Source: an optimization exercise on an open RTL-to-GDS flow (aim: small area and a short achievable clock period). Production flows keep margins and buffers that such runs may drop. In this exercise RTL edits were held to simulation tests only and were not proved equivalent to the original. Power figures rest on the tool's default switching activity, not on a simulated workload.

`run.sh`:
```
#!/bin/bash
# synth_recipe.tcl (not shown) runs the flow's synth.tcl, then flattens the netlist and writes it again
# the make line also repeats each setting of config.mk as NAME=value (left out here)
make -C /OpenROAD-flow-scripts/flow DESIGN_CONFIG=/design/flow/config.mk WORK_HOME=/design/flow/orfs CLKGATE_MAP_FILE= SYNTH_SCRIPT=/design/flow/synth_recipe.tcl finish
```
`config.mk`:
```
export PLATFORM = sky130hd
export DESIGN_NAME = gshare_ras_ongorucu
export DESIGN_NICKNAME = gshare_ras_ongorucu
export VERILOG_FILES = /design/flow/design.v
export SDC_FILE = /design/flow/constraint.sdc
export NUM_CORES = 4
export LEC_CHECK = 0
export CAP_MARGIN = 20
export CORE_MARGIN = 2
export CORE_UTILIZATION = 40
export SETUP_SLACK_MARGIN = 2.5
export SLEW_MARGIN = 20
```
`constraint.sdc`:
```
create_clock -name core_clock -period 5.5 [get_ports {clk_g}]
set_input_delay 1.1000 -clock core_clock [delete_from_list [all_inputs] [get_ports {clk_g}]]
set_output_delay 1.1000 -clock core_clock [all_outputs]
set_load 0.01 [all_outputs]
```
`design.v`:
```
module gshare_ras_ongorucu #(
  parameter int ADR_BIT      = 32,
  parameter int BTB_DERINLIK = 32,
  parameter int GHR_BIT      = 8,
  parameter int RAS_DERINLIK = 4,
  localparam int IDX = $clog2(BTB_DERINLIK),
  localparam int RP  = $clog2(RAS_DERINLIK)
) (
  input  logic               clk_g,
  input  logic               rst_g,
  input  logic               i_gecerli,
  input  logic [ADR_BIT-1:0] i_buyruk_adresi,
  input  logic               i_is_branch,
  input  logic               i_is_jal,
  input  logic               i_is_jalr,
  input  logic               i_is_call,
  input  logic               i_is_ret,
  input  logic               i_is_comp,
  input  logic [ADR_BIT-1:0] i_jal_hedef,
  output logic               o_gecerli,
  output logic               o_buyruk_ongoru,
  output logic [ADR_BIT-1:0] o_atlanan_adres,
  output logic [GHR_BIT-1:0] o_ghr_ckpt,
  output logic [RP:0]        o_ras_ckpt,
  input  logic               i_guncelle_gecerli,
  input  logic [ADR_BIT-1:0] i_g_adres,
  input  logic               i_g_branch,
  input  logic               i_g_jalr,
  input  logic               i_g_atladi,
  input  logic [ADR_BIT-1:0] i_g_hedef,
  input  logic               i_g_yanlis,
  input  logic [GHR_BIT-1:0] i_g_ghr_ckpt,
  input  logic [RP:0]        i_g_ras_ckpt
);
  localparam logic [RP:0]   RAS_FULL = RAS_DERINLIK[RP:0];
  localparam logic [RP-1:0] PTR_ONE  = RP'(1);
  localparam logic [RP:0]   CNT_ONE  = (RP+1)'(1);
  logic [BTB_DERINLIK-1:0] ctr_hi, ctr_lo_n, btb_valid;
  logic [ADR_BIT-1:0] btb_target [BTB_DERINLIK];
  logic [GHR_BIT-1:0] ghr;
  logic [ADR_BIT-1:0] ras        [RAS_DERINLIK];
  logic [RAS_DERINLIK-1:0] ras_wr;
  logic [RP-1:0]      ras_ptr;
  logic [RP:0]        ras_cnt;
  logic [IDX-1:0]     p_idx, u_idx;
  logic [ADR_BIT-1:0] fall_thru, p_target, ras_top, other_tgt, btb_tgt;
  logic               p_taken, fire, repair, pop_ok, ras_hit, jalr_btb, btb_hit;
  logic [RP-1:0]      ptr_pop, ptr_nxt;
  logic [RP:0]        cnt_pop, cnt_nxt;
  logic [BTB_DERINLIK-1:0] p_dec, u_dec, p_sel;
  logic               unused_ok;
  assign repair    = i_guncelle_gecerli & i_g_yanlis;
  assign fire      = i_gecerli & ~repair;
  assign p_idx     = i_buyruk_adresi[IDX+1:2] ^ ghr[IDX-1:0];
  assign u_idx     = i_g_adres[IDX+1:2] ^ i_g_ghr_ckpt[IDX-1:0];
  assign fall_thru = i_buyruk_adresi + {{(ADR_BIT-3){1'b0}}, ~i_is_comp, i_is_comp, 1'b0};
  assign unused_ok = ^{i_g_adres[ADR_BIT-1:IDX+2], i_g_adres[1:0]};
  assign ras_top   = ras_wr[ras_ptr] ? ras[ras_ptr] : '0;
  assign ras_hit  = i_is_ret && ras_cnt != '0;
  assign jalr_btb = ~i_is_jal & i_is_jalr & ~ras_hit;
  always_comb begin
    for (int i = 0; i < BTB_DERINLIK; i++) begin
      p_dec[i] = (p_idx == IDX'(i));
      u_dec[i] = (u_idx == IDX'(i));
      p_sel[i] = p_dec[i] & btb_valid[i] & (i_is_branch ? ctr_hi[i] : jalr_btb);
    end
    btb_tgt = '0;
    for (int i = 0; i < BTB_DERINLIK; i++) btb_tgt = btb_tgt | ({ADR_BIT{p_sel[i]}} & btb_target[i]);
  end
  assign btb_hit = |p_sel;
  always_comb begin
    other_tgt = fall_thru;
    if (!i_is_branch) begin
      if (i_is_jal)                  other_tgt = i_jal_hedef;
      else if (i_is_jalr && ras_hit) other_tgt = ras_top;
    end
  end
  assign p_taken  = btb_hit | (~i_is_branch & (i_is_jal | (i_is_jalr & ras_hit)));
  assign p_target = btb_tgt | ({ADR_BIT{~btb_hit}} & other_tgt);
  always_comb begin
    pop_ok  = ras_hit;
    ptr_pop = pop_ok ? ras_ptr - PTR_ONE : ras_ptr;
    cnt_pop = pop_ok ? ras_cnt - CNT_ONE : ras_cnt;
    ptr_nxt = ptr_pop;
    cnt_nxt = cnt_pop;
    if (i_is_call) begin
      ptr_nxt = ptr_pop + PTR_ONE;
      if (cnt_pop != RAS_FULL) cnt_nxt = cnt_pop + CNT_ONE;
    end
  end
  always_ff @(posedge clk_g or negedge rst_g) begin
    if (!rst_g) begin
      ctr_hi    <= '0;
      ctr_lo_n  <= '0;
      btb_valid <= '0;
      ras_wr    <= '0;
      ghr       <= '0;
      ras_ptr   <= '0;
      ras_cnt   <= '0;
      o_gecerli <= 1'b0;
    end else begin
      for (int i = 0; i < BTB_DERINLIK; i++) begin
        if (i_guncelle_gecerli && i_g_branch && u_dec[i]) begin
          if (i_g_atladi) begin
            ctr_hi[i]   <= ctr_hi[i] | ~ctr_lo_n[i];
            ctr_lo_n[i] <= ~ctr_hi[i] & ~ctr_lo_n[i];
          end else begin
            ctr_hi[i]   <= ctr_hi[i] & ~ctr_lo_n[i];
            ctr_lo_n[i] <= ~ctr_hi[i] | ~ctr_lo_n[i];
          end
        end
        if (i_guncelle_gecerli && (i_g_atladi || i_g_jalr) && u_dec[i]) btb_valid[i] <= 1'b1;
      end
      if (repair) begin
        ghr     <= i_g_branch ? {i_g_ghr_ckpt[GHR_BIT-2:0], i_g_atladi} : i_g_ghr_ckpt;
        ras_ptr <= i_g_ras_ckpt[RP:1];
        ras_cnt <= i_g_ras_ckpt[0] ? RAS_FULL : '0;
      end else if (fire) begin
        if (i_is_branch) ghr <= {ghr[GHR_BIT-2:0], p_taken};
        if (i_is_call) ras_wr[ptr_nxt] <= 1'b1;
        ras_ptr <= ptr_nxt;
        ras_cnt <= cnt_nxt;
      end
      o_gecerli <= fire;
    end
  end
  always_ff @(posedge clk_g) begin
    for (int i = 0; i < BTB_DERINLIK; i++)
      if (i_guncelle_gecerli && (i_g_atladi || i_g_jalr) && u_dec[i]) btb_target[i] <= i_g_hedef;
    if (fire && i_is_call) ras[ptr_nxt] <= fall_thru;
  end
  always_ff @(posedge clk_g) begin
    o_buyruk_ongoru <= p_taken;
    o_atlanan_adres <= p_target;
    o_ghr_ckpt      <= ghr;
    o_ras_ckpt      <= {ras_ptr, ras_cnt != '0};
  end
endmodule
```
==> results by group, run 1 <==
STA
  • Final Setup Violations: 0
  • Final worst path period share: 55.1%
  • F_max: 0.330 GHz
  • Final setup TNS: 0 ns
  • Slew headroom: 23.3%
  • Worst-Margin Slew: 1.15 ns
  • Final hold violation count: 0
  • Final worst path period need: 3.03 ns
  • RSZ-0062 raised after global routing: yes
  • Final Max Slew Viols: 0
  • Worst Skew: 0.0316 ns

GRT
  • Largest net degree at the start of global routing: 70
  • Initial antenna violation count: 14
  • First-pass GRT wire length: 237000 um
  • GRT Overall Usage: 26.5%
  • Vias in the first global route: 30900
  • Gr ovfl total: 0

Final layout
  • Final net count: 3663
  • FILL cells: 10400
  • Multi-input gate area: 0.0122 sq mm
  • Area delta synth->final: 22.3%
  • Register area: 0.0383 sq mm
  • Layout cells sized above 1: 18.6%

Clock tree
  • Hold buffers post-CTS: 0
  • Clock Latency Late Sink: 0.75 ns
  • Root buffer cell: clkbuf_16
  • Max clock buf depth: 3
  • Clock-pin slew on the worst setup and hold paths: 0.06 ns
  • H-tree depth: 4
  • Total CTS buffers: 136
  • TritonCTS clock tree: yes
  • Clk sink count: 1310

Yosys
  • Multiplexer share of the synthesized area: 1.55%
  • Most frequent cells after synthesis: 1152 x edfxtp_1, 279 x a22oi_1, 238 x nand2_1, 167 x nor2_1, 139 x a21oi_1
  • Dominant cell type by area after synthesis: edfxtp_1
  • Post-Synth Simple-Gate Area: 7.17%
  • Complex-gate fraction of the synthesized area: 11.7%
  • Synth Area in XOR/XNOR: 1.07%
  • Seq cells post-synth: 1310
  • Adder-cell share of the synthesized area: 0.190%
  • Netlist cell types: 64
  • Most used DFF post-synth: edfxtp_1
  • Share of the synthesized area in the top cell type: 69.2%
  • Synth area leaders: edfxtp_1 69%, dfrtp_1 5.7%, a22oi_1 4.2%
  • Part of the Yosys area used for sequential elements: 76.6%
  • Post-synth EDFFs: 1152
  • Largest family of logic cells by synthesized area: compound AO/OA/AOI/OAI gates
  • Area of the mapped netlist: 0.0500 sq mm
  • Mean Syn Cell Area: 15.9 sq um
  • Post-synthesis net count: 3306
  • Most numerous cell in the Yosys netlist: edfxtp_1
  • Gate Count Post-Synth: 3146
  • Post-synth ARST share: 8.70%
  • Synth Warn #: 2

Critical path
  • Slowest stage delay, CP: 0.69 ns
  • CP Max Fanout: 33
  • CP startpoint kind: input port
  • Worst Path Arrival: 3.39 ns
  • Worst Path Buf+Inv: 2
  • CP cell instances: clkdlybuf4s50_1, xor2_1, nand2_2, nor2_4, buf_6
  • Critical Path End Type: register
  • Largest delay share family, worst path: buffers and inverters
  • CP max-delay cell: clkdlybuf4s50_1
  • Kind of critical path: input port to register
  • Worst path required time: 5.86 ns

Power
  • Worst vdd ir: 0.288 mV
  • Overall power: 23.4 mW
  • P per Cell Area: 383 mW/mm^2
  • Leak Pwr: 20.3 nW

Detailed routing
  • Post-Route WL: 172000 um
  • DR vias: 32600
  • Drt pass-1 iters: 8
  • WL/cell: 32.7 um
  • First DRT Iteration DRCs: 4885
  • DR vias/cell: 6.21
  • DR DRC count: 0
  • Post-DRT Antenna Nets: 0

Placed design
  • Final GP Congestion: 0.864
  • Post-DP HPWL: 89000 um
  • Port buffer count: 170

Floorplan
  • Ports: 198
  • Rows: 129
  • Die height: 358 um
  • DIE AREA: 0.128 sq mm
  • Die Width: 358 um
  • Core ar.: 0.124 sq mm
  • Initial Utilization: 40.4%

Run
  • MaxCap Viol Count: 0

Status
  • Status: finished clean

Hold path
  • Worst Hold Class: register to register
-- kinds of logic (layout without fill, tap and decap cells) --
logic type / Yosys count / in the layout
XOR/XNOR: 54 / 54
multiplexers: 36 / 36
other: 0 / 4
AND/OR/NAND/NOR: 724 / 724
AO/OA/AOI/OAI: 813 / 813
adder cells (fa/ha/maj): 7 / 7
flip-flops: 1310 / 1310
buffers and inverters: 202 / 663
-- through the flow --
step | area (sq um) | std cells | setup slack, ns | util (%) | hold WS, ns
floorplan | 51000 | 3146 | 2.26 | - | 0.345
global route | 61200 | 5246 | 2.42 | 49.3 | 0.391
finish | 61200 | 5248 | 2.47 | 49.4 | 0.377
detailed placement | 55100 | 4900 | 0.515 | 44.4 | 0.369
CTS | 60700 | 5215 | 2.45 | 49.0 | 0.382
global placement | 55100 | 4900 | 0.547 | 44.4 | 0.358
-- routing by layer --
metal | part of all wire (%) | global-route usage, % | wire, um | vias up
met5 | 0.021 | 0 | 36 | -
met4 | 3.2 | 8.08 | 5470 | 6
met3 | 11 | 5.60 | 19500 | 322
met2 | 47 | 42.5 | 80200 | 2112
met1 | 39 | 36.4 | 66400 | 16800
li1 | - | - | - | 13400
-- final cells by class --
class | count | area share (%)
clock inverters | 62 | 0.849
diodes | 4 | 0.0164
flip-flops and latches | 1310 | 62.7
multi-input cells | 1634 | 20.0
well taps | 1637 | 3.35
repair buffers | 377 | 6.80
clock buffers | 180 | 6.07
inverters | 44 | 0.274
-- power breakdown --
group	total, mW	internal, mW	switching [mW]
Combinational	2.78	1.14	1.64
Clock	8.91	5.08	3.83
Sequential	11.7	11.4	0.346
-- layout by cell type, fill, tap and decap left out, drive strengths merged, types with 12 or more instances in the layout --
cell | Yosys | layout
a21boi | 13 | 13
a21oi | 139 | 139
a221oi | 77 | 77
a222oi | 32 | 32
a22o | 80 | 80
a22oi | 279 | 279
and3 | 18 | 18
and4 | 13 | 13
buf | 88 | 220
clkbuf | 70 | 182
clkdlybuf4s50 | 0 | 141
clkinv | 0 | 43
dfrtp | 114 | 114
dfxtp | 44 | 44
edfxtp | 1152 | 1152
inv | 44 | 54
mux4 | 33 | 33
nand2 | 238 | 238
nand3 | 64 | 64
nand4 | 38 | 38
nor2 | 167 | 167
nor2b | 12 | 12
nor3 | 53 | 53
nor4 | 58 | 58
o2111ai | 24 | 24
o21ai | 90 | 90
o22ai | 27 | 27
or2 | 37 | 37
xnor2 | 34 | 34
xor2 | 20 | 20
-- path summary, 6_finish.rpt --
kind,from,endpoint,slack [ns],depth (start not counted)
worst max-delay path,i_g_ghr_ckpt[4],btb_target[24][27],2.47,5
worst min-delay path,ghr[7],o_ghr_ckpt[7],0.38,0
worst max register to register,ras_cnt[0],o_atlanan_adres[16],2.55,13
worst min register to register,ghr[7],o_ghr_ckpt[7],0.38,0
max in group asynchronous,rst_g,ghr[4],3.72,2
min in group asynchronous,rst_g,ctr_lo_n[31],0.48,1
-- flip-flops by register name, indices dropped and copies added, names as in the netlist, 4 cells and up --
register / flops
ctr_hi: 32
ghr: 8
ctr_lo_n: 32
o_ghr_ckpt: 8
o_atlanan_adres: 32
ras: 128
btb_valid: 32
ras_wr: 4
btb_target: 1024
-- repair_timing --
item / in CTS / in global routing
pin swaps: 22 / 23
setup endpoints to repair: 1140 / 703
gates resized for setup: 173 / 71
gates cloned: 9 / 1
setup buffers: 64 / 28
==> run 2, diff against run 1 <==
--- a/config.mk
+++ b/config.mk
@@ -8,5 +8,4 @@
 export CAP_MARGIN = 20
 export CORE_MARGIN = 2
 export CORE_UTILIZATION = 40
-export SETUP_SLACK_MARGIN = 2.5
 export SLEW_MARGIN = 20
==> results by group, run 2 <==
Clock tree
  • TritonCTS clock tree: yes
  • Max clock buf depth: 3 (unchanged)
  • H-tree depth: 4 (unchanged)
  • Clock-pin slew on the worst setup and hold paths: 0.06 ns (about the same)
  • Total CTS buffers: 136 (unchanged)
  • Postcts setup bufs: 0 (-100%)
  • Clock Latency Late Sink: 0.75 ns (about the same)
  • Hold buffers post-CTS: 0 (unchanged)
  • Resized cells post-CTS: 0 (-100%)
  • Clk sink count: 1310 (unchanged)
  • Root buffer cell: clkbuf_16

Floorplan
  • Die Width: 358 um (unchanged)
  • Initial Utilization: 40.4% (unchanged)
  • Rows: 129 (unchanged)
  • Ports: 198 (unchanged)
  • Core ar.: 0.124 sq mm (unchanged)
  • DIE AREA: 0.128 sq mm (unchanged)
  • Die height: 358 um (unchanged)

Power
  • Leak Pwr: 19.4 nW (-4.3%)
  • Flop pwr share: 50.6% (+0.5 points)
  • P per Cell Area: 393 mW/mm^2 (+2.6%)
  • Combinational cell fraction of total power: 10.5% (-1.4 points)
  • Switching power: 5.65 mW (-2.9%)
  • Worst vdd ir: 0.387 mV (+34%)
  • Switching part of the total: 24.3% (-0.53 points)
  • Internal power: 17.6 mW (about the same)
  • Clock share of power: 38.9% (+0.9 points)

Yosys
  • Synth area leaders: edfxtp_1 69%, dfrtp_1 5.7%, a22oi_1 4.2%
  • Share of the synthesized area in the top cell type: 69.2% (unchanged)
  • Post-synth EDFFs: 1152 (unchanged)
  • Seq cells post-synth: 1310 (unchanged)
  • Most numerous cell in the Yosys netlist: edfxtp_1
  • Gate Count Post-Synth: 3146 (unchanged)
  • Mean Syn Cell Area: 15.9 sq um (unchanged)
  • Post-synth ARST share: 8.70% (unchanged)
  • Area of the mapped netlist: 0.0500 sq mm (unchanged)
  • Dominant cell type by area after synthesis: edfxtp_1
  • Most used DFF post-synth: edfxtp_1
  • Netlist cell types: 64 (unchanged)
  • Post-synthesis net count: 3306 (unchanged)
  • Most frequent cells after synthesis: 1152 x edfxtp_1, 279 x a22oi_1, 238 x nand2_1, 167 x nor2_1, 139 x a21oi_1
  • Part of the Yosys area used for sequential elements: 76.6% (unchanged)
  • Synth Warn #: 2 (unchanged)

Critical path
  • RR Startpoint: ras_ptr[0]
  • Worst Path Arrival: 4.83 ns (+1.44 ns)
  • CP Max Fanout: 10 (-70%)
  • Largest delay share family, worst path: simple AND/OR/NAND/NOR gates
  • Crit path from: i_buyruk_adresi[6]
  • CP max-delay cell: clkdlybuf4s50_1
  • CP startpoint kind: input port
  • Worst path required time: 6.12 ns (+0.26 ns)
  • Critical Path End Type: register
  • Worst Path Buf+Inv: 1 (-1)
  • Slowest stage delay, CP: 0.87 ns (+0.18 ns)
  • CP cell instances: clkdlybuf4s50_1, xor2_4, nand3_1, nor4_4, nor3_1, and4_1, and3_1, a2111o_1
  • Kind of critical path: input port to register

Final layout
  • Max reg flops: 1024 (unchanged)
  • Multi-input gate area: 0.0114 sq mm (-7.0%)
  • Most frequent cells in the layout: 1152 x edfxtp_1, 279 x a22oi_1, 238 x nand2_1, 162 x clkdlybuf4s50_1, 141 x clkbuf_16
  • Largest regs: btb_target: 1024 flops, ras: 128 flops
  • Layout cells sized above 1: 13.4% (-5.2 points)
  • Final net count: 3580 (-2.3%)
  • Area delta synth->final: 18.2%
  • Register area: 0.0383 sq mm (about the same)
  • Most common cell after layout, fill and taps aside: edfxtp_1
  • FILL cells: 10600 (+2.2%)
  • Final Util: 47.7% (-1.6 points)
  • Final instance area: 0.0591 sq mm (-3.3%)
  • Top reg by flops: btb_target

STA
  • F_max: 0.238 GHz (-28%)
  • Hold slack: 0.264 ns (-0.113 ns)
  • Final Max Slew Viols: 0 (unchanged)
  • Final worst path period need: 4.21 ns (+1.18 ns)
  • RSZ-0062 raised after global routing: no
  • Final setup TNS: 0 ns (unchanged)
  • Final Setup Violations: 0 (unchanged)
  • Worst Skew: 0.0236 ns (-0.00799 ns)
  • Slew headroom: 25.4% (+2.2 points)
  • Worst-Margin Slew: 1.12 ns (-0.0291 ns)
  • Final hold violation count: 0 (unchanged)
  • Final worst path period share: 76.5% (+21 points)

GRT
  • Gr ovfl total: 0 (unchanged)
  • Vias in the first global route: 30200 (-2.2%)
  • Initial antenna violation count: 10 (-4)
  • GRT Overall Usage: 25.9% (-0.62 points)
  • First-pass GRT wire length: 232000 um (-2.2%)
  • Largest net degree at the start of global routing: 59 (-16%)

Run
  • MaxCap Viol Count: 0 (unchanged)

Detailed routing
  • DR vias/cell: 6.20 (-0.21%)
  • Post-Route WL: 167000 um (-2.5%)
  • First DRT Iteration DRCs: 4604 (-5.8%)
  • Drt pass-1 iters: 8 (unchanged)
  • WL/cell: 32.4 um (-0.98%)
  • DR DRC count: 0 (unchanged)
  • Post-DRT Antenna Nets: 0 (unchanged)
  • DR vias: 32100 (-1.7%)

Placed design
  • Final GP Congestion: 0.879 (+1.7%)
  • Dpl cell area: 0.0548 sq mm (-0.51%)
  • Port buffer count: 170 (unchanged)
  • Post-DP HPWL: 90800 um (+2.0%)

Status
  • Status: finished clean

Hold path
  • Worst Hold Class: input port to async pin
-- run 2: final timing paths --
path,slack (ns),cells after the start,to
setup / recovery,1.29,8,o_atlanan_adres[5]
min in group core_clock,0.37,0,o_ghr_ckpt[7]
max in group asynchronous,4.13,2,ras_ptr[1]
setup reg to reg,1.78,6,o_atlanan_adres[2]
hold / removal,0.26,1,ctr_lo_n[31]
hold reg to reg,0.37,0,o_ghr_ckpt[7]
-- run 2: metal layers --
layer	vias up	wire [um]	share of wire [%]	GRT usage, %
met5	-	67	0.040	0
met4	12	4700	2.8	7.69
met3	306	20200	12	5.58
met2	2020	77900	47	41.3
met1	16500	64400	38	35.8
li1	13200	-	-	-
-- run 2: power groups by stage --
stage	logic (mW)	clock network [mW]	registers (mW)
floorplan	1.27	0	11.8
global placement	2.38	0	11.9
detailed placement	2.42	0	12.0
CTS	2.43	9.10	11.8
global route	2.61	9.47	11.8
finish	2.45	9.03	11.8
-- run 2: per-stage QoR --
stage	setup WS [ns]	instances	power, mW
2_1_floorplan	0.136	3146	13.1
3_3_place_gp	0.631	4917	14.3
3_5_place_dp	0.623	4917	14.4
4_1_cts	1.36	5163	23.3
5_1_grt	1.19	5167	23.9
6_report	1.29	5170	23.2
-- run 2: cell type report --
type                            count  area share, %
Antenna cell                        5         0.0212
Tap cell                         1637           3.46
Inverter                           44          0.279
Sequential cell                  1310           64.8
Timing Repair Buffer              294           4.91
Clock buffer                      190           6.41
Multi-Input combinational cell   1634           19.2
Clock inverter                     56          0.905
-- run 2: kinds of logic after synthesis --
logic type / share of synthesized area [%]
and+or+nand+nor: 7.17
muxes: 1.55
adders and majority gates: 0.190
xor gates and xnor gates: 1.07
DFF: 76.6
buffers and inverters: 1.70
AOI/OAI and AO/OA: 11.7
==> run 3, diff against run 2 <==
--- a/config.mk
+++ b/config.mk
@@ -8,4 +8,6 @@
 export CAP_MARGIN = 20
 export CORE_MARGIN = 2
 export CORE_UTILIZATION = 40
+export SETUP_SLACK_MARGIN = 3.2
 export SLEW_MARGIN = 20
+export TNS_END_PERCENT = 10
==> results by group, run 3 <==
STA
  • F_max: 0.337 GHz (+42%)
  • Worst Skew: 0.0275 ns (+0.00388 ns)
  • Final Setup Violations: 0 (unchanged)
  • Final setup TNS: 0 ns (unchanged)
  • Slew headroom: 24.2% (-1.3 points)
  • Setup ws final: 2.54 ns (+1.24 ns)
  • Final Max Slew Viols: 0 (unchanged)
  • RSZ-0062 raised after global routing: yes
  • Final hold violation count: 0 (unchanged)
  • Hold slack: 0.371 ns (+0.107 ns)
  • Final worst path period need: 2.96 ns (-1.24 ns)
  • Final worst path period share: 53.9% (-23 points)
  • Worst-Margin Slew: 1.13 ns (+0.0155 ns)

Critical path
  • CP startpoint kind: input port
  • Critical Path End Type: register
  • Largest delay share family, worst path: buffers and inverters
  • Kind of critical path: input port to register
  • CP Max Fanout: 7 (-3)
  • Worst Path Buf+Inv: 6 (+5)
  • Worst path required time: 6.13 ns (about the same)
  • Reg2Reg Setup Slack: 2.54 ns (+0.76 ns)
  • Worst Path Arrival: 3.59 ns (-1.24 ns)
  • CP max-delay cell: nor4_2
  • CP cell instances: clkdlybuf4s15_1, nor2b_4, o2bb2ai_4, buf_12, buf_12, buf_12, buf_12, nor4_4, nor4_2, and4_4, nand3_4, buf_12, o211ai_1
  • Worst Reg-to-Reg Cells: 14 (+8)
  • RR Startpoint: ras_cnt[1]
  • Slowest stage delay, CP: 0.37 ns (-0.50 ns)
  • R2R Path End: o_atlanan_adres[10]
  • CP dominant cell by count: buf_12

Hold path
  • Worst Hold Class: register to register
  • Hold path cells: 0
  • Hold_sp: ghr[7]
  • Worst Hold Endpoint: o_ghr_ckpt[7]

Yosys
  • Post-synthesis net count: 3306 (unchanged)
  • Dominant cell type by area after synthesis: edfxtp_1
  • Most used DFF post-synth: edfxtp_1
  • Mean Syn Cell Area: 15.9 sq um (unchanged)
  • Gate Count Post-Synth: 3146 (unchanged)
  • Synth area leaders: edfxtp_1 69%, dfrtp_1 5.7%, a22oi_1 4.2%
  • Most frequent cells after synthesis: 1152 x edfxtp_1, 279 x a22oi_1, 238 x nand2_1, 167 x nor2_1, 139 x a21oi_1
  • Area of the mapped netlist: 0.0500 sq mm (unchanged)
  • Share of the synthesized area in the top cell type: 69.2% (unchanged)
  • Synth Warn #: 2 (unchanged)
  • Most numerous cell in the Yosys netlist: edfxtp_1
  • Post-synth ARST share: 8.70% (unchanged)
  • Seq cells post-synth: 1310 (unchanged)
  • Netlist cell types: 64 (unchanged)
  • Post-synth EDFFs: 1152 (unchanged)
  • Part of the Yosys area used for sequential elements: 76.6% (unchanged)

Placed design
  • Final GP Congestion: 0.877 (-0.27%)
  • Dpl cell area: 0.0548 sq mm (about the same)
  • Pre-CTS setup slack: 0.774 ns (+0.152 ns)
  • Port buffer count: 170 (unchanged)
  • Post-DP HPWL: 88400 um (-2.6%)

GRT
  • Gr ovfl total: 0 (unchanged)
  • Vias in the first global route: 31600 (+4.4%)
  • GRT Overall Usage: 27.2% (+1.3 points)
  • Initial antenna violation count: 11 (+1)
  • Largest net degree at the start of global routing: 65 (+10%)
  • First-pass GRT wire length: 242000 um (+4.6%)

Detailed routing
  • DR DRC count: 0 (unchanged)
  • WL/cell: 33.8 um (+4.3%)
  • Drt pass-1 iters: 6 (-2)
  • Post-Route WL: 180000 um (+7.6%)
  • DR vias/cell: 6.25 (+0.83%)
  • DR vias: 33300 (+4.0%)
  • First DRT Iteration DRCs: 5415 (+18%)
  • Post-DRT Antenna Nets: 0 (unchanged)

Status
  • Status: finished clean

Final layout
  • Most common cell after layout, fill and taps aside: edfxtp_1
  • Max reg flops: 1024 (unchanged)
  • Layout cells sized above 1: 24.2% (+11 points)
  • Top reg by flops: btb_target
  • Most frequent cells in the layout: 1152 x edfxtp_1, 266 x a22oi_1, 222 x nand2_1, 147 x clkbuf_16, 136 x a21oi_1
  • Area delta synth->final: 26.8%
  • Final instance area: 0.0634 sq mm (+7.2%)
  • Largest regs: btb_target: 1024 flops, ras: 128 flops
  • Final net count: 3742 (+4.5%)

Clock tree
  • TritonCTS clock tree: yes
  • Root buffer cell: clkbuf_16
  • Clk sink count: 1310 (unchanged)
  • Total CTS buffers: 137 (+0.74%)
  • H-tree depth: 4 (unchanged)
  • Clock-pin slew on the worst setup and hold paths: 0.06 ns (about the same)
  • Clock Latency Late Sink: 0.76 ns (about the same)
  • Max clock buf depth: 3 (unchanged)

Floorplan
  • Core ar.: 0.124 sq mm (unchanged)
  • Die height: 358 um (unchanged)
  • Die Width: 358 um (unchanged)
  • Rows: 129 (unchanged)
  • Ports: 198 (unchanged)
  • Initial Utilization: 40.4% (unchanged)
  • DIE AREA: 0.128 sq mm (unchanged)

Power
  • Overall power: 23.8 mW (+2.2%)
  • Leak Pwr: 21.3 nW (+9.5%)
  • P per Cell Area: 374 mW/mm^2 (-4.7%)
  • Worst vdd ir: 0.349 mV (-9.7%)

Run
  • MaxCap Viol Count: 0 (unchanged)
[run 3: cell counts after synthesis]
Identical to the previous run, type by type.
[run 3: where the power goes]
group	leakage (nW)	internal, mW	switching (mW)	total [mW]
sequential	12.2	11.4	0.399	11.8
combinational	7.04	1.38	1.78	3.16
clock	2.04	4.89	3.88	8.77
total	21.3	17.7	6.06	23.8
[run 3: worst max-delay path by stage]
| stage | start | end | slack (ns) | cells past startpoint |
|---|---|---|---|---|
| 5_1_grt | i_buyruk_adresi[1] | o_atlanan_adres[25] | 2.52 | 11 |
| 3_3_place_gp | i_is_ret | o_atlanan_adres[17] | 0.80 | 10 |
| 6_report | i_is_jal | o_atlanan_adres[10] | 2.54 | 13 |
| 3_5_place_dp | i_is_ret | o_atlanan_adres[17] | 0.77 | 10 |
| 4_1_cts | o_atlanan_adres[11] | o_atlanan_adres[11] | 2.60 | 1 |
| 2_1_floorplan | i_buyruk_adresi[1] | o_atlanan_adres[25] | 2.26 | 11 |
[run 3: area by class of cell]
type / count / area, sq um
diodes: 4 / 10.0
clock buffers: 202 / 3850
clock inverters: 49 / 359
fillers: 10000 / 60500
inverters: 44 / 171
multi-input cells: 1637 / 13100
flip-flops and latches: 1310 / 38400
well taps: 1637 / 2050
repair buffers: 451 / 5510
repair inverters: 1 / 5.00
[run 3: cells by family (layout without fill, tap and decap cells)]
| group | after synthesis | count (layout) | synth area share, % |
|---|---|---|---|
| buffers and inverters | 202 | 747 | 1.70 |
| DFF | 1310 | 1310 | 76.6 |
| AOI/OAI and AO/OA | 813 | 813 | 11.7 |
| xor gates and xnor gates | 54 | 55 | 1.07 |
| other | 0 | 4 | 0 |
| adders and majority gates | 7 | 7 | 0.190 |
| muxes | 36 | 37 | 1.55 |
| and+or+nand+nor | 724 | 725 | 7.17 |
[run 3: routing by layer]
layer / GRT usage, % / up-vias / share of wire (%)
li1: - / 13600 / -
met4: 10.6 / 4 / 4.6
met2: 42.9 / 2307 / 46
met1: 36.7 / 17000 / 37
met5: 0 / - / 0.015
met3: 6.20 / 438 / 12
[run 3: through the flow]
| stage | std cells | util (%) |
|---|---|---|
| floorplan | 3146 | - |
| global placement | 4899 | 44.2 |
| detailed placement | 4899 | 44.2 |
| CTS | 5295 | 50.3 |
| global route | 5334 | 51.2 |
| finish | 5335 | 51.2 |
[run 3: repair_timing]
action / 4_1_cts / 5_1_grt
setup endpoints to repair: 1441 / 1310
gates cloned: 13 / 9
gates resized for setup: 416 / 301
pin swaps: 87 / 61
buffers inserted: 132 / 27
hold buffers: 0 / 0
==> run 4, diff against run 3 <==
--- a/config.mk
+++ b/config.mk
@@ -8,6 +8,7 @@
 export CAP_MARGIN = 20
 export CORE_MARGIN = 2
 export CORE_UTILIZATION = 40
+export CTS_CLUSTER_DIAMETER = 100
+export CTS_CLUSTER_SIZE = 30
 export SETUP_SLACK_MARGIN = 3.2
 export SLEW_MARGIN = 20
-export TNS_END_PERCENT = 10
==> results by group, run 4 <==
Detailed routing
  • Post-Route WL: 179000 um (-0.52%)
  • DR DRC count: 0 (unchanged)
  • DR vias/cell: 6.32 (+1.2%)
  • WL/cell: 34.4 um (+1.7%)
  • Post-DRT Antenna Nets: 0 (unchanged)
  • DR vias: 33000 (-1.1%)
  • Drt pass-1 iters: 6 (unchanged)
  • First DRT Iteration DRCs: 5206 (-3.9%)

STA
  • Final worst path period share: 53.1% (-0.81 points)
  • Final Max Slew Viols: 0 (unchanged)
  • RSZ-0062 raised after global routing: yes
  • F_max: 0.343 GHz (+1.5%)
  • Final Setup Violations: 0 (unchanged)
  • Final hold violation count: 0 (unchanged)
  • Worst-Margin Slew: 1.15 ns (+0.0141 ns)
  • Final worst path period need: 2.92 ns (-0.0446 ns)
  • Final setup TNS: 0 ns (unchanged)
  • Worst Skew: 0.0448 ns (+0.0173 ns)
  • Slew headroom: 23.2% (-0.94 points)

Final layout
  • Final net count: 3695 (-1.3%)
  • FILL cells: 10200 (+1.4%)
  • Max reg flops: 1024 (unchanged)
  • Final instance area: 0.0616 sq mm (-3.0%)
  • Layout cells sized above 1: 24.1% (-0.12 points)
  • Non-Filler Instances: 5216 (-2.2%)
  • Most frequent cells in the layout: 1152 x edfxtp_1, 260 x a22oi_1, 215 x nand2_1, 143 x buf_4, 136 x a21oi_1
  • Area delta synth->final: 23.1%
  • Top reg by flops: btb_target
  • Most common cell after layout, fill and taps aside: edfxtp_1
  • Largest regs: btb_target: 1024 flops, ras: 128 flops

GRT
  • Initial antenna violation count: 8 (-3)
  • First-pass GRT wire length: 246000 um (+1.5%)
  • Largest net degree at the start of global routing: 74 (+14%)
  • Gr ovfl total: 0 (unchanged)
  • GRT Overall Usage: 27.5% (+0.28 points)
  • Vias in the first global route: 31000 (-1.8%)

Clock tree
  • Clock Latency Late Sink: 0.72 ns (-0.04 ns)
  • Max clock buf depth: 3 (unchanged)
  • Clk sink count: 1310 (unchanged)
  • TritonCTS clock tree: yes
  • Hold buffers post-CTS: 0 (unchanged)
  • H-tree depth: 2 (-2)
  • Clock-pin slew on the worst setup and hold paths: 0.11 ns (+0.05 ns)
  • Root buffer cell: clkbuf_16
  • Total CTS buffers: 51 (-63%)

Floorplan
  • Core ar.: 0.124 sq mm (unchanged)
  • Die Width: 358 um (unchanged)
  • DIE AREA: 0.128 sq mm (unchanged)
  • Ports: 198 (unchanged)
  • Rows: 129 (unchanged)
  • Initial Utilization: 40.4% (unchanged)
  • Die height: 358 um (unchanged)

Critical path
  • Worst Path Arrival: 3.47 ns (-0.12 ns)
  • CP Max Fanout: 8 (+1)
  • Reg2Reg Setup Slack: 2.59 ns (+0.05 ns)
  • R2R Path End: o_atlanan_adres[16]
  • Worst Reg-to-Reg Cells: 16 (+2)
  • Worst path required time: 6.05 ns (-0.08 ns)
  • Kind of critical path: input port to register
  • RR Startpoint: ras_cnt[1]
  • Critical Path End Type: register
  • CP startpoint kind: input port

Hold path
  • Worst Hold Class: input port to async pin

Yosys
  • Dominant cell type by area after synthesis: edfxtp_1
  • Gate Count Post-Synth: 3146 (unchanged)
  • Most used DFF post-synth: edfxtp_1
  • Post-synthesis net count: 3306 (unchanged)
  • Part of the Yosys area used for sequential elements: 76.6% (unchanged)
  • Most numerous cell in the Yosys netlist: edfxtp_1
  • Mean Syn Cell Area: 15.9 sq um (unchanged)
  • Post-synth EDFFs: 1152 (unchanged)
  • Area of the mapped netlist: 0.0500 sq mm (unchanged)
  • Post-synth ARST share: 8.70% (unchanged)
  • Netlist cell types: 64 (unchanged)
  • Synth area leaders: edfxtp_1 69%, dfrtp_1 5.7%, a22oi_1 4.2%
  • Share of the synthesized area in the top cell type: 69.2% (unchanged)
  • Synth Warn #: 2 (unchanged)
  • Seq cells post-synth: 1310 (unchanged)
  • Most frequent cells after synthesis: 1152 x edfxtp_1, 279 x a22oi_1, 238 x nand2_1, 167 x nor2_1, 139 x a21oi_1

Power
  • P per Cell Area: 326 mW/mm^2 (-13%)
  • Worst vdd ir: 0.261 mV (-25%)
  • Overall power: 20.1 mW (-15%)
  • Leak Pwr: 20.4 nW (-4.2%)

Run
  • MaxCap Viol Count: 0 (unchanged)

Placed design
  • Final GP Congestion: 0.869 (-0.87%)
  • Dpl cell area: 0.0554 sq mm (+0.98%)
  • Post-DP HPWL: 89900 um (+1.7%)
  • Placed cell count: 4902 (+0.061%)
  • Port buffer count: 170 (unchanged)

Status
  • Status: finished clean
## run 4: changes by cell type in the layout (fill, tap and decap cells not counted), moves of 18 or more
cell,change
o21ai_0,-19
clkinv_1,-22
buf_2,+19
clkbuf_16,-93
clkdlybuf4s50_1,-20
clkbuf_1,-21
o21ai_1,+18
## run 4: worst max-delay path: stages
cell,delay [ns]
clkdlybuf4s15_2,0.22
nor2b_4,0.06
o2bb2ai_4,0.15
buf_12,0.13
buf_12,0.12
buf_12,0.13
buf_12,0.11
nor4_4,0.03
buf_6,0.17
buf_16,0.17
buf_16,0.17
a22o_1,0.19
a221oi_1,0.19
and4_1,0.31
o2111ai_4,0.17
## run 4: metal layers
| layer | routed length, um | vias up | global-route usage, % | share of wire, % |
|---|---|---|---|---|
| met2 | 83300 | 2044 | 44.2 | 46 |
| li1 | - | 13400 | - | - |
| met1 | 68100 | 17100 | 37.5 | 38 |
| met5 | 80 | - | 0 | 0.045 |
| met4 | 8170 | 12 | 10.2 | 4.6 |
| met3 | 19600 | 401 | 4.88 | 11 |
## run 4: how the worst max path moves through the flow
stage	slack, ns	endpoint	startpoint
floorplan	2.26	o_atlanan_adres[11]	i_buyruk_adresi[4]
global placement	0.66	o_atlanan_adres[2]	i_is_ret
detailed placement	0.62	o_atlanan_adres[2]	i_is_ret
CTS	2.66	o_atlanan_adres[10]	ras_cnt[1]
global route	2.55	o_atlanan_adres[3]	ras_cnt[1]
finish	2.58	o_atlanan_adres[16]	i_is_jal
## run 4: stage by stage
stage | utilization [%] | hold slack, ns | setup WS (ns)
floorplan | - | 0.345 | 2.26
global placement | 44.6 | 0.363 | 0.661
detailed placement | 44.7 | 0.360 | 0.620
CTS | 49.1 | 0.380 | 2.66
global route | 49.7 | 0.271 | 2.55
finish | 49.7 | 0.265 | 2.58
## run 4: kinds of logic (layout without fill, tap and decap cells)
| family | Yosys count | count (layout) | synth area share (%) |
|---|---|---|---|
| simple gates | 724 | 725 | 7.17 |
| flops | 1310 | 1310 | 76.6 |
| fa+ha+maj | 7 | 7 | 0.190 |
| compound gates | 813 | 813 | 11.7 |
| xor+xnor | 54 | 55 | 1.07 |
| other cells | 0 | 4 | 0 |
| buf+inv | 202 | 628 | 1.70 |
| mux | 36 | 37 | 1.55 |
## run 4: final cells by class
class                   instances  area, sq um  area share (%)
diodes                          4         10.0          0.0163
multi-input cells            1637        13400            21.7
repair buffers                491         5950            9.67
clock inverters                 9          135           0.219
clock buffers                  84         1440            2.34
flip-flops and latches       1310        38400            62.4
inverters                      44          180           0.293
well taps                    1637         2050            3.33
## run 4: power by group
| part | leakage, nW | total [mW] | internal, mW | switching, mW |
|---|---|---|---|---|
| clock network | 0.754 | 5.00 | 1.91 | 3.09 |
| registers | 12.2 | 11.8 | 11.4 | 0.393 |
| logic | 7.43 | 3.28 | 1.44 | 1.83 |
## run 4: what timing repair did
action / CTS / global route
gates resized for setup: 742 / 98
pin swaps: 117 / 51
setup buffers: 166 / 29
setup endpoints to repair: 1446 / 907
cloned: 18 / 1
==> run 5, diff against run 4 <==
--- a/config.mk
+++ b/config.mk
@@ -8,7 +8,7 @@
 export CAP_MARGIN = 20
 export CORE_MARGIN = 2
 export CORE_UTILIZATION = 40
-export CTS_CLUSTER_DIAMETER = 100
+export CTS_CLUSTER_DIAMETER = 60
 export CTS_CLUSTER_SIZE = 30
 export SETUP_SLACK_MARGIN = 3.2
 export SLEW_MARGIN = 20
==> results by group, run 5 <==
Detailed routing
  • First DRT Iteration DRCs: 5223 (+0.33%)
  • DR vias/cell: 6.35 (+0.45%)
  • Drt pass-1 iters: 8 (+2)
  • DR DRC count: 0 (unchanged)
  • WL/cell: 34.7 um (+1.1%)
  • Post-DRT Antenna Nets: 0 (unchanged)
  • Post-Route WL: 187000 um (+4.3%)
  • DR vias: 34200 (+3.7%)

Clock tree
  • Hold buffers post-CTS: 0 (unchanged)
  • Clk sink count: 1310 (unchanged)
  • Total CTS buffers: 100 (+96%)
  • Clock-pin slew on the worst setup and hold paths: 0.08 ns (-0.03 ns)
  • Clock Latency Late Sink: 0.72 ns (about the same)
  • H-tree depth: 3 (+1)
  • Max clock buf depth: 3 (unchanged)
  • Root buffer cell: clkbuf_16
  • TritonCTS clock tree: yes

STA
  • Final setup TNS: 0 ns (unchanged)
  • RSZ-0062 raised after global routing: yes
  • Setup ws final: 2.57 ns (-0.00762 ns)
  • Worst-Margin Slew: 1.13 ns (-0.0219 ns)
  • Final Setup Violations: 0 (unchanged)
  • Worst Skew: 0.0464 ns (+0.00162 ns)
  • Final worst path period share: 53.2% (+0.14 points)
  • F_max: 0.342 GHz (-0.26%)
  • Final worst path period need: 2.93 ns (+0.00762 ns)
  • Final hold violation count: 0 (unchanged)
  • Slew headroom: 24.7% (+1.5 points)
  • Final Max Slew Viols: 0 (unchanged)

Final layout
  • Top reg by flops: btb_target
  • Layout cells sized above 1: 29.1% (+5.1 points)
  • Area delta synth->final: 29.3%
  • Most frequent cells in the layout: 1152 x edfxtp_1, 246 x a22oi_1, 209 x nand2_1, 188 x buf_4, 135 x a21oi_1
  • Most common cell after layout, fill and taps aside: edfxtp_1
  • Max reg flops: 1024 (unchanged)
  • Final net count: 3816 (+3.3%)
  • Largest regs: btb_target: 1024 flops, ras: 128 flops
  • Final Util: 52.2% (+2.5 points)

Placed design
  • Pre-CTS setup slack: 0.620 ns (unchanged)
  • Port buffer count: 170 (unchanged)
  • Final GP Congestion: 0.869 (unchanged)
  • Post-DP HPWL: 89900 um (unchanged)

Run
  • MaxCap Viol Count: 0 (unchanged)

Critical path
  • RR Startpoint: ghr[1]
  • Critical Path End Type: register
  • CP max-delay cell: nand4_1
  • Worst Path Arrival: 3.55 ns (+0.08 ns)
  • Kind of critical path: input port to register
  • Worst Reg-to-Reg Cells: 10 (-6)
  • Worst path required time: 6.12 ns (+0.07 ns)
  • CP cell instances: buf_4, xnor2_4, nand4_1, nor3_4, buf_6, buf_12, buf_8, a22o_1, a221oi_1, and3_2, o2111ai_4
  • Largest delay share family, worst path: simple AND/OR/NAND/NOR gates
  • CP startpoint kind: input port
  • CP Max Fanout: 8 (unchanged)
  • Slowest stage delay, CP: 0.42 ns (+0.11 ns)
  • Reg2Reg Setup Slack: 2.62 ns (+0.03 ns)
  • Worst Path Buf+Inv: 4 (-4)
  • R2R Path End: o_atlanan_adres[22]

Hold path
  • Worst Hold Class: input port to async pin

Status
  • Status: finished clean

Floorplan
  • Initial Utilization: 40.4% (unchanged)
  • Ports: 198 (unchanged)
  • Core ar.: 0.124 sq mm (unchanged)
  • DIE AREA: 0.128 sq mm (unchanged)
  • Rows: 129 (unchanged)
  • Die height: 358 um (unchanged)
  • Die Width: 358 um (unchanged)

Yosys
  • Netlist cell types: 64 (unchanged)
  • Share of the synthesized area in the top cell type: 69.2% (unchanged)
  • Most used DFF post-synth: edfxtp_1
  • Synth Warn #: 2 (unchanged)
  • Dominant cell type by area after synthesis: edfxtp_1
  • Seq cells post-synth: 1310 (unchanged)
  • Mean Syn Cell Area: 15.9 sq um (unchanged)
  • Post-synth ARST share: 8.70% (unchanged)
  • Part of the Yosys area used for sequential elements: 76.6% (unchanged)
  • Most frequent cells after synthesis: 1152 x edfxtp_1, 279 x a22oi_1, 238 x nand2_1, 167 x nor2_1, 139 x a21oi_1
  • Gate Count Post-Synth: 3146 (unchanged)
  • Area of the mapped netlist: 0.0500 sq mm (unchanged)
  • Synth area leaders: edfxtp_1 69%, dfrtp_1 5.7%, a22oi_1 4.2%
  • Most numerous cell in the Yosys netlist: edfxtp_1
  • Post-synthesis net count: 3306 (unchanged)
  • Post-synth EDFFs: 1152 (unchanged)

GRT
  • GRT Overall Usage: 28.1% (+0.60 points)
  • Global routing's busiest layer: met2
  • Gr ovfl total: 0 (unchanged)
  • Met3 Use GR: 6.08% (+1.2 points)
  • Met1 usage: 37.7% (+0.20 points)
  • Met2 usage: 44.4% (+0.15 points)
  • Initial antenna violation count: 6 (-2)
  • Largest net degree at the start of global routing: 74 (unchanged)
  • First-pass GRT wire length: 250000 um (+1.8%)
  • Vias in the first global route: 31800 (+2.7%)

Power
  • Combinational cell fraction of total power: 14.7% (-1.6 points)
  • Clock share of power: 34.1% (+9.2 points)
  • Worst vdd ir: 0.253 mV (-3.1%)
  • Internal power: 16.8 mW (+14%)
  • Flop pwr share: 51.2% (-7.6 points)
  • P per Cell Area: 356 mW/mm^2 (+9.2%)
  • Switching power: 6.23 mW (+17%)
  • Leak Pwr: 21.9 nW (+7.5%)
  • Switching part of the total: 27.0% (+0.53 points)
==> run 5: routing by layer <==
| layer | up-vias | routed length, um |
|---|---|---|
| met2 | 2421 | 85300 |
| li1 | 13700 | - |
| met3 | 509 | 22800 |
| met5 | - | 51 |
| met4 | 8 | 10300 |
| met1 | 17500 | 68400 |
==> run 5: worst max path at each step <==
stage / slack, ns / startpoint / to / cells past startpoint
4_1_cts: 2.66 / i_is_comp / o_atlanan_adres[25] / 11
2_1_floorplan: 2.26 / i_buyruk_adresi[4] / o_atlanan_adres[11] / 9
5_1_grt: 2.52 / i_is_branch / o_atlanan_adres[20] / 11
6_report: 2.57 / i_buyruk_adresi[3] / o_atlanan_adres[22] / 11
3_5_place_dp: 0.62 / i_is_ret / o_atlanan_adres[2] / 10
3_3_place_gp: 0.66 / i_is_ret / o_atlanan_adres[2] / 10
==> run 5: cells by family (layout without fill, tap and decap cells) <==
logic type | after synthesis | in the layout | share of synthesized area [%]
compound gates | 813 | 813 | 11.7
xor+xnor | 54 | 55 | 1.07
fa+ha+maj | 7 | 7 | 0.190
simple gates | 724 | 726 | 7.17
buf+inv | 202 | 794 | 1.70
flops | 1310 | 1310 | 76.6
mux | 36 | 37 | 1.55
other cells | 0 | 4 | 0
==> run 5: timing repair <==
action / in CTS / in global routing
gates resized for setup: 752 / 154
cloned: 21 / 7
endpoints found under the setup margin: 1446 / 1015
buffers inserted: 195 / 64
pin swaps: 136 / 99
==> run 5: final cells by class <==
cell class / instances / area, sq um
Fill cell: 9843 / 59300
Sequential cell: 1310 / 38400
Multi-Input combinational cell: 1638 / 13700
Timing Repair Buffer: 562 / 6820
Clock buffer: 113 / 2660
Tap cell: 1637 / 2050
Clock inverter: 75 / 882
Inverter: 44 / 180
Antenna cell: 4 / 10.0
==> run 5: through the flow <==
| stage | area (sq um) | power, mW | hold WS [ns] | std cells |
|---|---|---|---|---|
| detailed placement | 55400 | 14.5 | 0.360 | 4902 |
| CTS | 63300 | 22.9 | 0.376 | 5306 |
| global placement | 55300 | 14.5 | 0.363 | 4901 |
| floorplan | 51500 | 13.3 | 0.345 | 3146 |
| global route | 64700 | 23.7 | 0.283 | 5379 |
| finish | 64700 | 23.1 | 0.272 | 5383 |
==> run 5: power groups by stage <==
stage	clock, mW	combinational (mW)	sequential, mW
final	7.86	3.39	11.8
after CTS	7.90	3.18	11.8
after detailed placement	0	2.54	12.0
after global placement	0	2.51	11.9
after global routing	8.26	3.54	11.9
after floorplan	0	1.47	11.8
==> run 6, diff against run 5 <==
--- a/config.mk
+++ b/config.mk
@@ -8,7 +8,5 @@
 export CAP_MARGIN = 20
 export CORE_MARGIN = 2
 export CORE_UTILIZATION = 40
-export CTS_CLUSTER_DIAMETER = 60
-export CTS_CLUSTER_SIZE = 30
 export SETUP_SLACK_MARGIN = 3.2
 export SLEW_MARGIN = 20
==> results by group, run 6 <==
Detailed routing
  • Drt pass-1 iters: 8 (unchanged)
  • Post-Route WL: 181000 um (-3.1%)
  • WL/cell: 33.9 um (-2.4%)
  • DR DRC count: 0 (unchanged)
  • DR vias/cell: 6.27 (-1.3%)
  • First DRT Iteration DRCs: 5195 (-0.54%)
  • DR vias: 33500 (-2.0%)
  • Post-DRT Antenna Nets: 0 (unchanged)

Clock tree
  • Max clock buf depth: 3 (unchanged)
  • Hold buffers post-CTS: 0 (unchanged)
  • Root buffer cell: clkbuf_16
  • Clk sink count: 1310 (unchanged)
  • Clock-pin slew on the worst setup and hold paths: 0.06 ns (-0.02 ns)
  • Total CTS buffers: 137 (+37%)
  • TritonCTS clock tree: yes
  • H-tree depth: 4 (+1)
  • Clock Latency Late Sink: 0.74 ns (+0.02 ns)

STA
  • F_max: 0.346 GHz (+1.3%)
  • Final Setup Violations: 0 (unchanged)
  • Final setup TNS: 0 ns (unchanged)
  • Final hold violation count: 0 (unchanged)
  • Final Max Slew Viols: 0 (unchanged)
  • Worst Skew: 0.0279 ns (-0.0185 ns)
  • Final worst path period need: 2.89 ns (-0.0370 ns)
  • Worst-Margin Slew: 1.13 ns (+0.00161 ns)
  • Slew headroom: 24.6% (-0.11 points)
  • RSZ-0062 raised after global routing: yes
  • Final worst path period share: 52.5% (-0.67 points)
  • Setup ws final: 2.61 ns (+0.0370 ns)

Yosys
  • Synth Area in XOR/XNOR: 1.07% (unchanged)
  • Post-synthesis net count: 3306 (unchanged)
  • Dominant cell type by area after synthesis: edfxtp_1
  • Post-Synth Simple-Gate Area: 7.17% (unchanged)
  • Most used DFF post-synth: edfxtp_1
  • Mean Syn Cell Area: 15.9 sq um (unchanged)
  • Share of the synthesized area in the top cell type: 69.2% (unchanged)
  • Gate Count Post-Synth: 3146 (unchanged)
  • Most frequent cells after synthesis: 1152 x edfxtp_1, 279 x a22oi_1, 238 x nand2_1, 167 x nor2_1, 139 x a21oi_1
  • Largest family of logic cells by synthesized area: compound AO/OA/AOI/OAI gates
  • Part of the Yosys area used for sequential elements: 76.6% (unchanged)
  • Area of the mapped netlist: 0.0500 sq mm (unchanged)
  • Post-synth ARST share: 8.70% (unchanged)
  • Complex-gate fraction of the synthesized area: 11.7% (unchanged)
  • Synth Warn #: 2 (unchanged)
  • Seq cells post-synth: 1310 (unchanged)
  • Netlist cell types: 64 (unchanged)
  • Adder-cell share of the synthesized area: 0.190% (unchanged)
  • Multiplexer share of the synthesized area: 1.55% (unchanged)
  • Synth area leaders: edfxtp_1 69%, dfrtp_1 5.7%, a22oi_1 4.2%
  • Most numerous cell in the Yosys netlist: edfxtp_1
  • Post-synth EDFFs: 1152 (unchanged)

Power
  • Leak Pwr: 21.6 nW (-1.5%)
  • Combinational cell fraction of total power: 13.6% (-1.1 points)
  • P per Cell Area: 379 mW/mm^2 (+6.3%)
  • Overall power: 24.2 mW (+4.9%)
  • Switching part of the total: 25.2% (-1.8 points)
  • Flop pwr share: 48.9% (-2.3 points)
  • Switching power: 6.11 mW (-1.9%)
  • Internal power: 18.1 mW (+7.5%)
  • Clock share of power: 37.5% (+3.4 points)
  • Worst vdd ir: 0.297 mV (+17%)

Hold path
  • Worst Hold Class: input port to async pin

GRT
  • Initial antenna violation count: 11 (+5)
  • GRT Overall Usage: 27.7% (-0.34 points)
  • Largest net degree at the start of global routing: 74 (unchanged)
  • Gr ovfl total: 0 (unchanged)
  • First-pass GRT wire length: 248000 um (-1.1%)
  • Vias in the first global route: 31900 (+0.16%)

Critical path
  • Critical Path End Type: register
  • Worst Path Arrival: 3.50 ns (-0.05 ns)
  • CP startpoint kind: input port
  • Worst path required time: 6.11 ns (about the same)
  • Kind of critical path: input port to register
  • Reg2Reg Setup Slack: 2.64 ns (+0.02 ns)
  • CP Max Fanout: 4 (-4)

Floorplan
  • Rows: 129 (unchanged)
  • Die height: 358 um (unchanged)
  • Ports: 198 (unchanged)
  • DIE AREA: 0.128 sq mm (unchanged)
  • Core ar.: 0.124 sq mm (unchanged)
  • Initial Utilization: 40.4% (unchanged)
  • Die Width: 358 um (unchanged)

Final layout
  • Most frequent cells in the layout: 1152 x edfxtp_1, 263 x a22oi_1, 214 x nand2_1, 149 x buf_4, 145 x clkbuf_16
  • Final net count: 3750 (-1.7%)
  • Area delta synth->final: 27.6%
  • FILL cells: 10000 (+1.7%)
  • Register area: 0.0384 sq mm (about the same)
  • Non-Filler Instances: 5344 (-0.72%)
  • Largest regs: btb_target: 1024 flops, ras: 128 flops
  • Most common cell after layout, fill and taps aside: edfxtp_1
  • Max reg flops: 1024 (unchanged)
  • Multi-input gate area: 0.0134 sq mm (-2.3%)
  • Layout cells sized above 1: 26.0% (-3.1 points)
  • Top reg by flops: btb_target

Placed design
  • Port buffer count: 170 (unchanged)
  • Pre-CTS setup slack: 0.620 ns (unchanged)
  • Final GP Congestion: 0.869 (unchanged)
  • Placed cell count: 4902 (unchanged)
  • Post-DP HPWL: 89900 um (unchanged)

Status
  • Status: finished clean

Run
  • MaxCap Viol Count: 0 (unchanged)
-- run 6: cell counts after synthesis --
Identical to the previous run, type by type.
-- run 6: path summary, 6_finish.rpt --
| path | endpoint | startpoint | cells past startpoint |
|---|---|---|---|
| setup / recovery | o_atlanan_adres[25] | i_is_comp | 11 |
| hold / removal | ctr_lo_n[15] | rst_g | 1 |
| setup reg to reg | o_atlanan_adres[2] | ras_cnt[0] | 16 |
| hold reg to reg | o_ghr_ckpt[7] | ghr[7] | 0 |
| max in group asynchronous | btb_valid[9] | rst_g | 3 |
| min in group core_clock | o_ghr_ckpt[7] | ghr[7] | 0 |
-- run 6: power groups by stage --
stage	Combinational (mW)	Clock, mW	Sequential (mW)
floorplan	1.47	0	11.8
global placement	2.51	0	11.9
detailed placement	2.54	0	12.0
CTS	3.11	9.13	11.8
global route	3.45	9.53	11.9
finish	3.28	9.07	11.8
-- run 6: what timing repair did --
action                                  4_1_cts  5_1_grt
pin swaps                                    90       54
cloned                                       15        5
setup buffers                               135       30
endpoints found under the setup margin     1443      732
gates resized for setup                     698      112
-- run 6: cell families after synthesis --
| family | after synthesis |
|---|---|
| and+or+nand+nor | 724 |
| adders and majority gates | 7 |
| DFF | 1310 |
| buffers and inverters | 202 |
| xor gates and xnor gates | 54 |
| muxes | 36 |
| AOI/OAI and AO/OA | 813 |
-- run 6: critical path, cell delays in order --
cell,delay (ns)
buf_12,0.08
ha_4,0.13
inv_2,0.03
fa_2,0.35
and4b_2,0.34
nand3_4,0.13
nor2_4,0.17
nand4_1,0.23
xnor2_4,0.27
o22a_4,0.30
a2111o_1,0.37
-- run 6: per-stage QoR --
step                hold WS [ns]  utilization, %  cell area [sq um]
floorplan                  0.345               -              51500
global route               0.248            51.5              63900
detailed placement         0.360            44.7              55400
finish                     0.250            51.5              63900
global placement           0.363            44.6              55300
CTS                        0.373            50.8              63000
-- run 6: final cells by class --
cell class | instances | share of cell area, %
flip-flops and latches | 1310 | 60.2
multi-input cells | 1639 | 20.9
repair buffers | 458 | 8.56
clock buffers | 180 | 5.90
well taps | 1637 | 3.21
clock inverters | 72 | 0.923
inverters | 44 | 0.282
diodes | 4 | 0.0157
-- run 6: routing by layer --
layer / up-vias / global-route usage (%) / routed length [um]
met3: 424 / 5.70 / 20200
met4: 12 / 10.1 / 7530
met1: 17300 / 37.5 / 68400
li1: 13600 / - / -
met5: - / 0 / 66
met2: 2190 / 44.6 / 84900
==> run 7, diff against run 6 <==
--- a/config.mk
+++ b/config.mk
@@ -8,5 +8,7 @@
 export CAP_MARGIN = 20
 export CORE_MARGIN = 2
 export CORE_UTILIZATION = 40
+export CTS_CLUSTER_DIAMETER = 70
+export CTS_CLUSTER_SIZE = 24
 export SETUP_SLACK_MARGIN = 3.2
 export SLEW_MARGIN = 20
==> results by group, run 7 <==
STA
  • Hold slack: 0.271 ns (+0.0205 ns)
  • Final setup TNS: 0 ns (unchanged)
  • Slew headroom: 21.1% (-3.5 points)
  • Worst-Margin Slew: 1.18 ns (+0.0522 ns)
  • F_max: 0.338 GHz (-2.4%)
  • Final Max Slew Viols: 0 (unchanged)
  • Final hold violation count: 0 (unchanged)
  • Worst Skew: 0.0431 ns (+0.0152 ns)
  • Final worst path period need: 2.96 ns (+0.0715 ns)
  • Final Setup Violations: 0 (unchanged)
  • Final worst path period share: 53.8% (+1.3 points)
  • RSZ-0062 raised after global routing: yes

Critical path
  • R2R Path End: o_atlanan_adres[2]
  • Worst Reg-to-Reg Cells: 16 (unchanged)
  • CP startpoint kind: input port
  • Worst path required time: 6.04 ns (-0.07 ns)
  • RR Startpoint: ras_cnt[1]
  • Critical Path End Type: register
  • Crit path from: i_is_branch
  • CP Max Fanout: 16 (+12)
  • Setup crit end: o_atlanan_adres[2]
  • Worst Path Arrival: 3.50 ns (about the same)
  • Kind of critical path: input port to register
  • Reg2Reg Setup Slack: 2.56 ns (-0.08 ns)

Final layout
  • Max reg flops: 1024 (unchanged)
  • Top reg by flops: btb_target
  • Layout cells sized above 1: 28.3% (+2.2 points)
  • Most common cell after layout, fill and taps aside: edfxtp_1
  • Final net count: 3801 (+1.4%)
  • Most frequent cells in the layout: 1152 x edfxtp_1, 252 x a22oi_1, 211 x nand2_1, 194 x buf_4, 136 x a21oi_1
  • Area delta synth->final: 27.6% (about the same)
  • Largest regs: btb_target: 1024 flops, ras: 128 flops
  • FILL cells: 9942 (-0.69%)

Clock tree
  • Hold buffers post-CTS: 0 (unchanged)
  • Root buffer cell: clkbuf_16
  • H-tree depth: 3 (-1)
  • Max clock buf depth: 3 (unchanged)
  • TritonCTS clock tree: yes
  • Clk sink count: 1310 (unchanged)
  • Total CTS buffers: 76 (-45%)
  • Clock Latency Late Sink: 0.70 ns (-0.04 ns)
  • Clock-pin slew on the worst setup and hold paths: 0.10 ns (+0.04 ns)

Yosys
  • Part of the Yosys area used for sequential elements: 76.6% (unchanged)
  • Most frequent cells after synthesis: 1152 x edfxtp_1, 279 x a22oi_1, 238 x nand2_1, 167 x nor2_1, 139 x a21oi_1
  • Synth Warn #: 2 (unchanged)
  • Post-synth ARST share: 8.70% (unchanged)
  • Post-synthesis net count: 3306 (unchanged)
  • Gate Count Post-Synth: 3146 (unchanged)
  • Area of the mapped netlist: 0.0500 sq mm (unchanged)
  • Share of the synthesized area in the top cell type: 69.2% (unchanged)
  • Dominant cell type by area after synthesis: edfxtp_1
  • Post-synth EDFFs: 1152 (unchanged)
  • Seq cells post-synth: 1310 (unchanged)
  • Mean Syn Cell Area: 15.9 sq um (unchanged)
  • Most numerous cell in the Yosys netlist: edfxtp_1
  • Synth area leaders: edfxtp_1 69%, dfrtp_1 5.7%, a22oi_1 4.2%
  • Netlist cell types: 64 (unchanged)
  • Most used DFF post-synth: edfxtp_1

Floorplan
  • Ports: 198 (unchanged)
  • Initial Utilization: 40.4% (unchanged)
  • Rows: 129 (unchanged)
  • Core ar.: 0.124 sq mm (unchanged)
  • Die height: 358 um (unchanged)
  • DIE AREA: 0.128 sq mm (unchanged)
  • Die Width: 358 um (unchanged)

Detailed routing
  • Drt pass-1 iters: 6 (-2)
  • WL/cell: 35.0 um (+3.3%)
  • DR vias: 33900 (+1.1%)
  • Post-Route WL: 187000 um (+3.3%)
  • DR vias/cell: 6.34 (+1.2%)
  • Post-DRT Antenna Nets: 0 (unchanged)
  • DR DRC count: 0 (unchanged)
  • First DRT Iteration DRCs: 5340 (+2.8%)

Placed design
  • Final GP Congestion: 0.869 (unchanged)
  • Post-DP HPWL: 89900 um (unchanged)
  • Port buffer count: 170 (unchanged)

Power
  • P per Cell Area: 340 mW/mm^2 (-10%)
  • Worst vdd ir: 0.231 mV (-22%)
  • Leak Pwr: 21.5 nW (-0.47%)

GRT
  • Largest net degree at the start of global routing: 74 (unchanged)
  • GRT Overall Usage: 28.5% (+0.73 points)
  • Gr ovfl total: 0 (unchanged)
  • Vias in the first global route: 31700 (-0.48%)
  • First-pass GRT wire length: 253000 um (+2.2%)
  • Initial antenna violation count: 13 (+2)

Hold path
  • Worst Hold Class: input port to async pin

Run
  • MaxCap Viol Count: 0 (unchanged)

Status
  • Status: finished clean
==> run 7: cell families after synthesis <==
family	Yosys count	share of synthesized area (%)
buf+inv	202	1.70
simple gates	724	7.17
compound gates	813	11.7
mux	36	1.55
xor+xnor	54	1.07
fa+ha+maj	7	0.190
flops	1310	76.6
==> run 7: critical path, stage by stage <==
cell	delay, ns
buf_8	0.14
nor2b_4	0.14
o2bb2ai_4	0.13
buf_12	0.14
buf_12	0.12
buf_12	0.14
buf_12	0.13
buf_4	0.12
nor4_4	0.04
buf_4	0.18
buf_12	0.19
a22oi_1	0.16
nand2_1	0.10
nor4_2	0.49
o311ai_2	0.18
==> run 7: worst min path at each step <==
stage          slack, ns             to
2_1_floorplan       0.35  o_ras_ckpt[2]
3_3_place_gp        0.36  o_ghr_ckpt[7]
3_5_place_dp        0.36  o_ghr_ckpt[7]
4_1_cts             0.38  o_ghr_ckpt[7]
5_1_grt             0.27  btb_valid[31]
6_report            0.27  btb_valid[31]
==> run 7: metrics by stage <==
| stage | worst slack (ns) | std cells | cell area, sq um | utilization (%) | total power, mW |
|---|---|---|---|---|---|
| floorplan | 2.26 | 3146 | 51500 | - | 13.3 |
| global placement | 0.661 | 4901 | 55300 | 44.6 | 14.5 |
| detailed placement | 0.620 | 4902 | 55400 | 44.7 | 14.5 |
| CTS | 2.62 | 5287 | 62700 | 50.6 | 21.5 |
| global route | 2.50 | 5338 | 63800 | 51.5 | 22.3 |
| finish | 2.54 | 5340 | 63800 | 51.5 | 21.7 |
==> run 7: layout make-up <==
type | count | area [sq um] | share of cell area (%)
multi-input cells | 1638 | 13700 | 21.5
clock inverters | 40 | 508 | 0.796
flip-flops and latches | 1310 | 38400 | 60.2
diodes | 2 | 5.00 | 0.00784
repair buffers | 571 | 6860 | 10.8
inverters | 44 | 180 | 0.282
clock buffers | 98 | 2080 | 3.26
well taps | 1637 | 2050 | 3.21
==> run 7: timing repair <==
item | 4_1_cts | 5_1_grt
gates resized for setup | 798 | 153
hold endpoints to repair | 0 | 0
cloned | 27 | 4
setup endpoints to repair | 1452 | 1004
buffers inserted | 220 | 45
pin swaps | 122 | 71
==> run 7: where the power goes <==
part	switching (mW)	total (mW)	internal [mW]	leakage (nW)
logic	1.88	3.37	1.49	8.03
registers	0.404	11.8	11.4	12.2
clock network	3.52	6.52	3.00	1.24
total	5.80	21.7	15.9	21.5
==> run 7: layer usage <==
metal | vias to the layer above | GRT usage (%) | wire length, um
met5 | - | 0 | 72
met4 | 12 | 12.2 | 9990
met3 | 474 | 6.65 | 22000
met2 | 2252 | 45.1 | 85500
met1 | 17500 | 37.8 | 69500
li1 | 13600 | - | -

==> afterwards: timing with drivers on the ports <==
Ports are ideal in the flow. The routed layouts listed here were re-timed in OpenROAD.
Step 1: set_driving_cell puts a clkbuf_16 on clk_g and a buf_2 on each other input, an assumption about the parent block.
Step 2, shift: input delay + t, output delay - t, t = (earliest + latest rising clock arrival at the registers) / 2. This alone moves slack from input paths to output paths.
Slacks: ideal / step 1 / step 2; pairs: ideal / step 1.
run | t, ns | slack for setup (ns) | clock arrival spread, ns
run 1 | 0.805 | 2.472 / 2.469 / 1.696 | 0.032 / 0.032
run 2 | 0.803 | 1.292 / 1.327 / 0.524 | 0.027 / 0.027
run 3 | 0.816 | 2.537 / 2.545 / 1.753 | 0.031 / 0.030
run 4 | 0.766 | 2.581 / 2.591 / 1.849 | 0.046 / 0.047
run 5 | 0.772 | 2.574 / 2.617 / 1.846 | 0.047 / 0.047
run 6 | 0.801 | 2.611 / 2.619 / 1.817 | 0.030 / 0.029
run 7 | 0.752 | 2.539 / 2.557 / 1.805 | 0.046 / 0.047
After both steps every run listed still meets setup and hold. For run 6, which loses most, drivers alone change the setup slack by +0.008 ns; drivers and shift together by -0.794 ns.
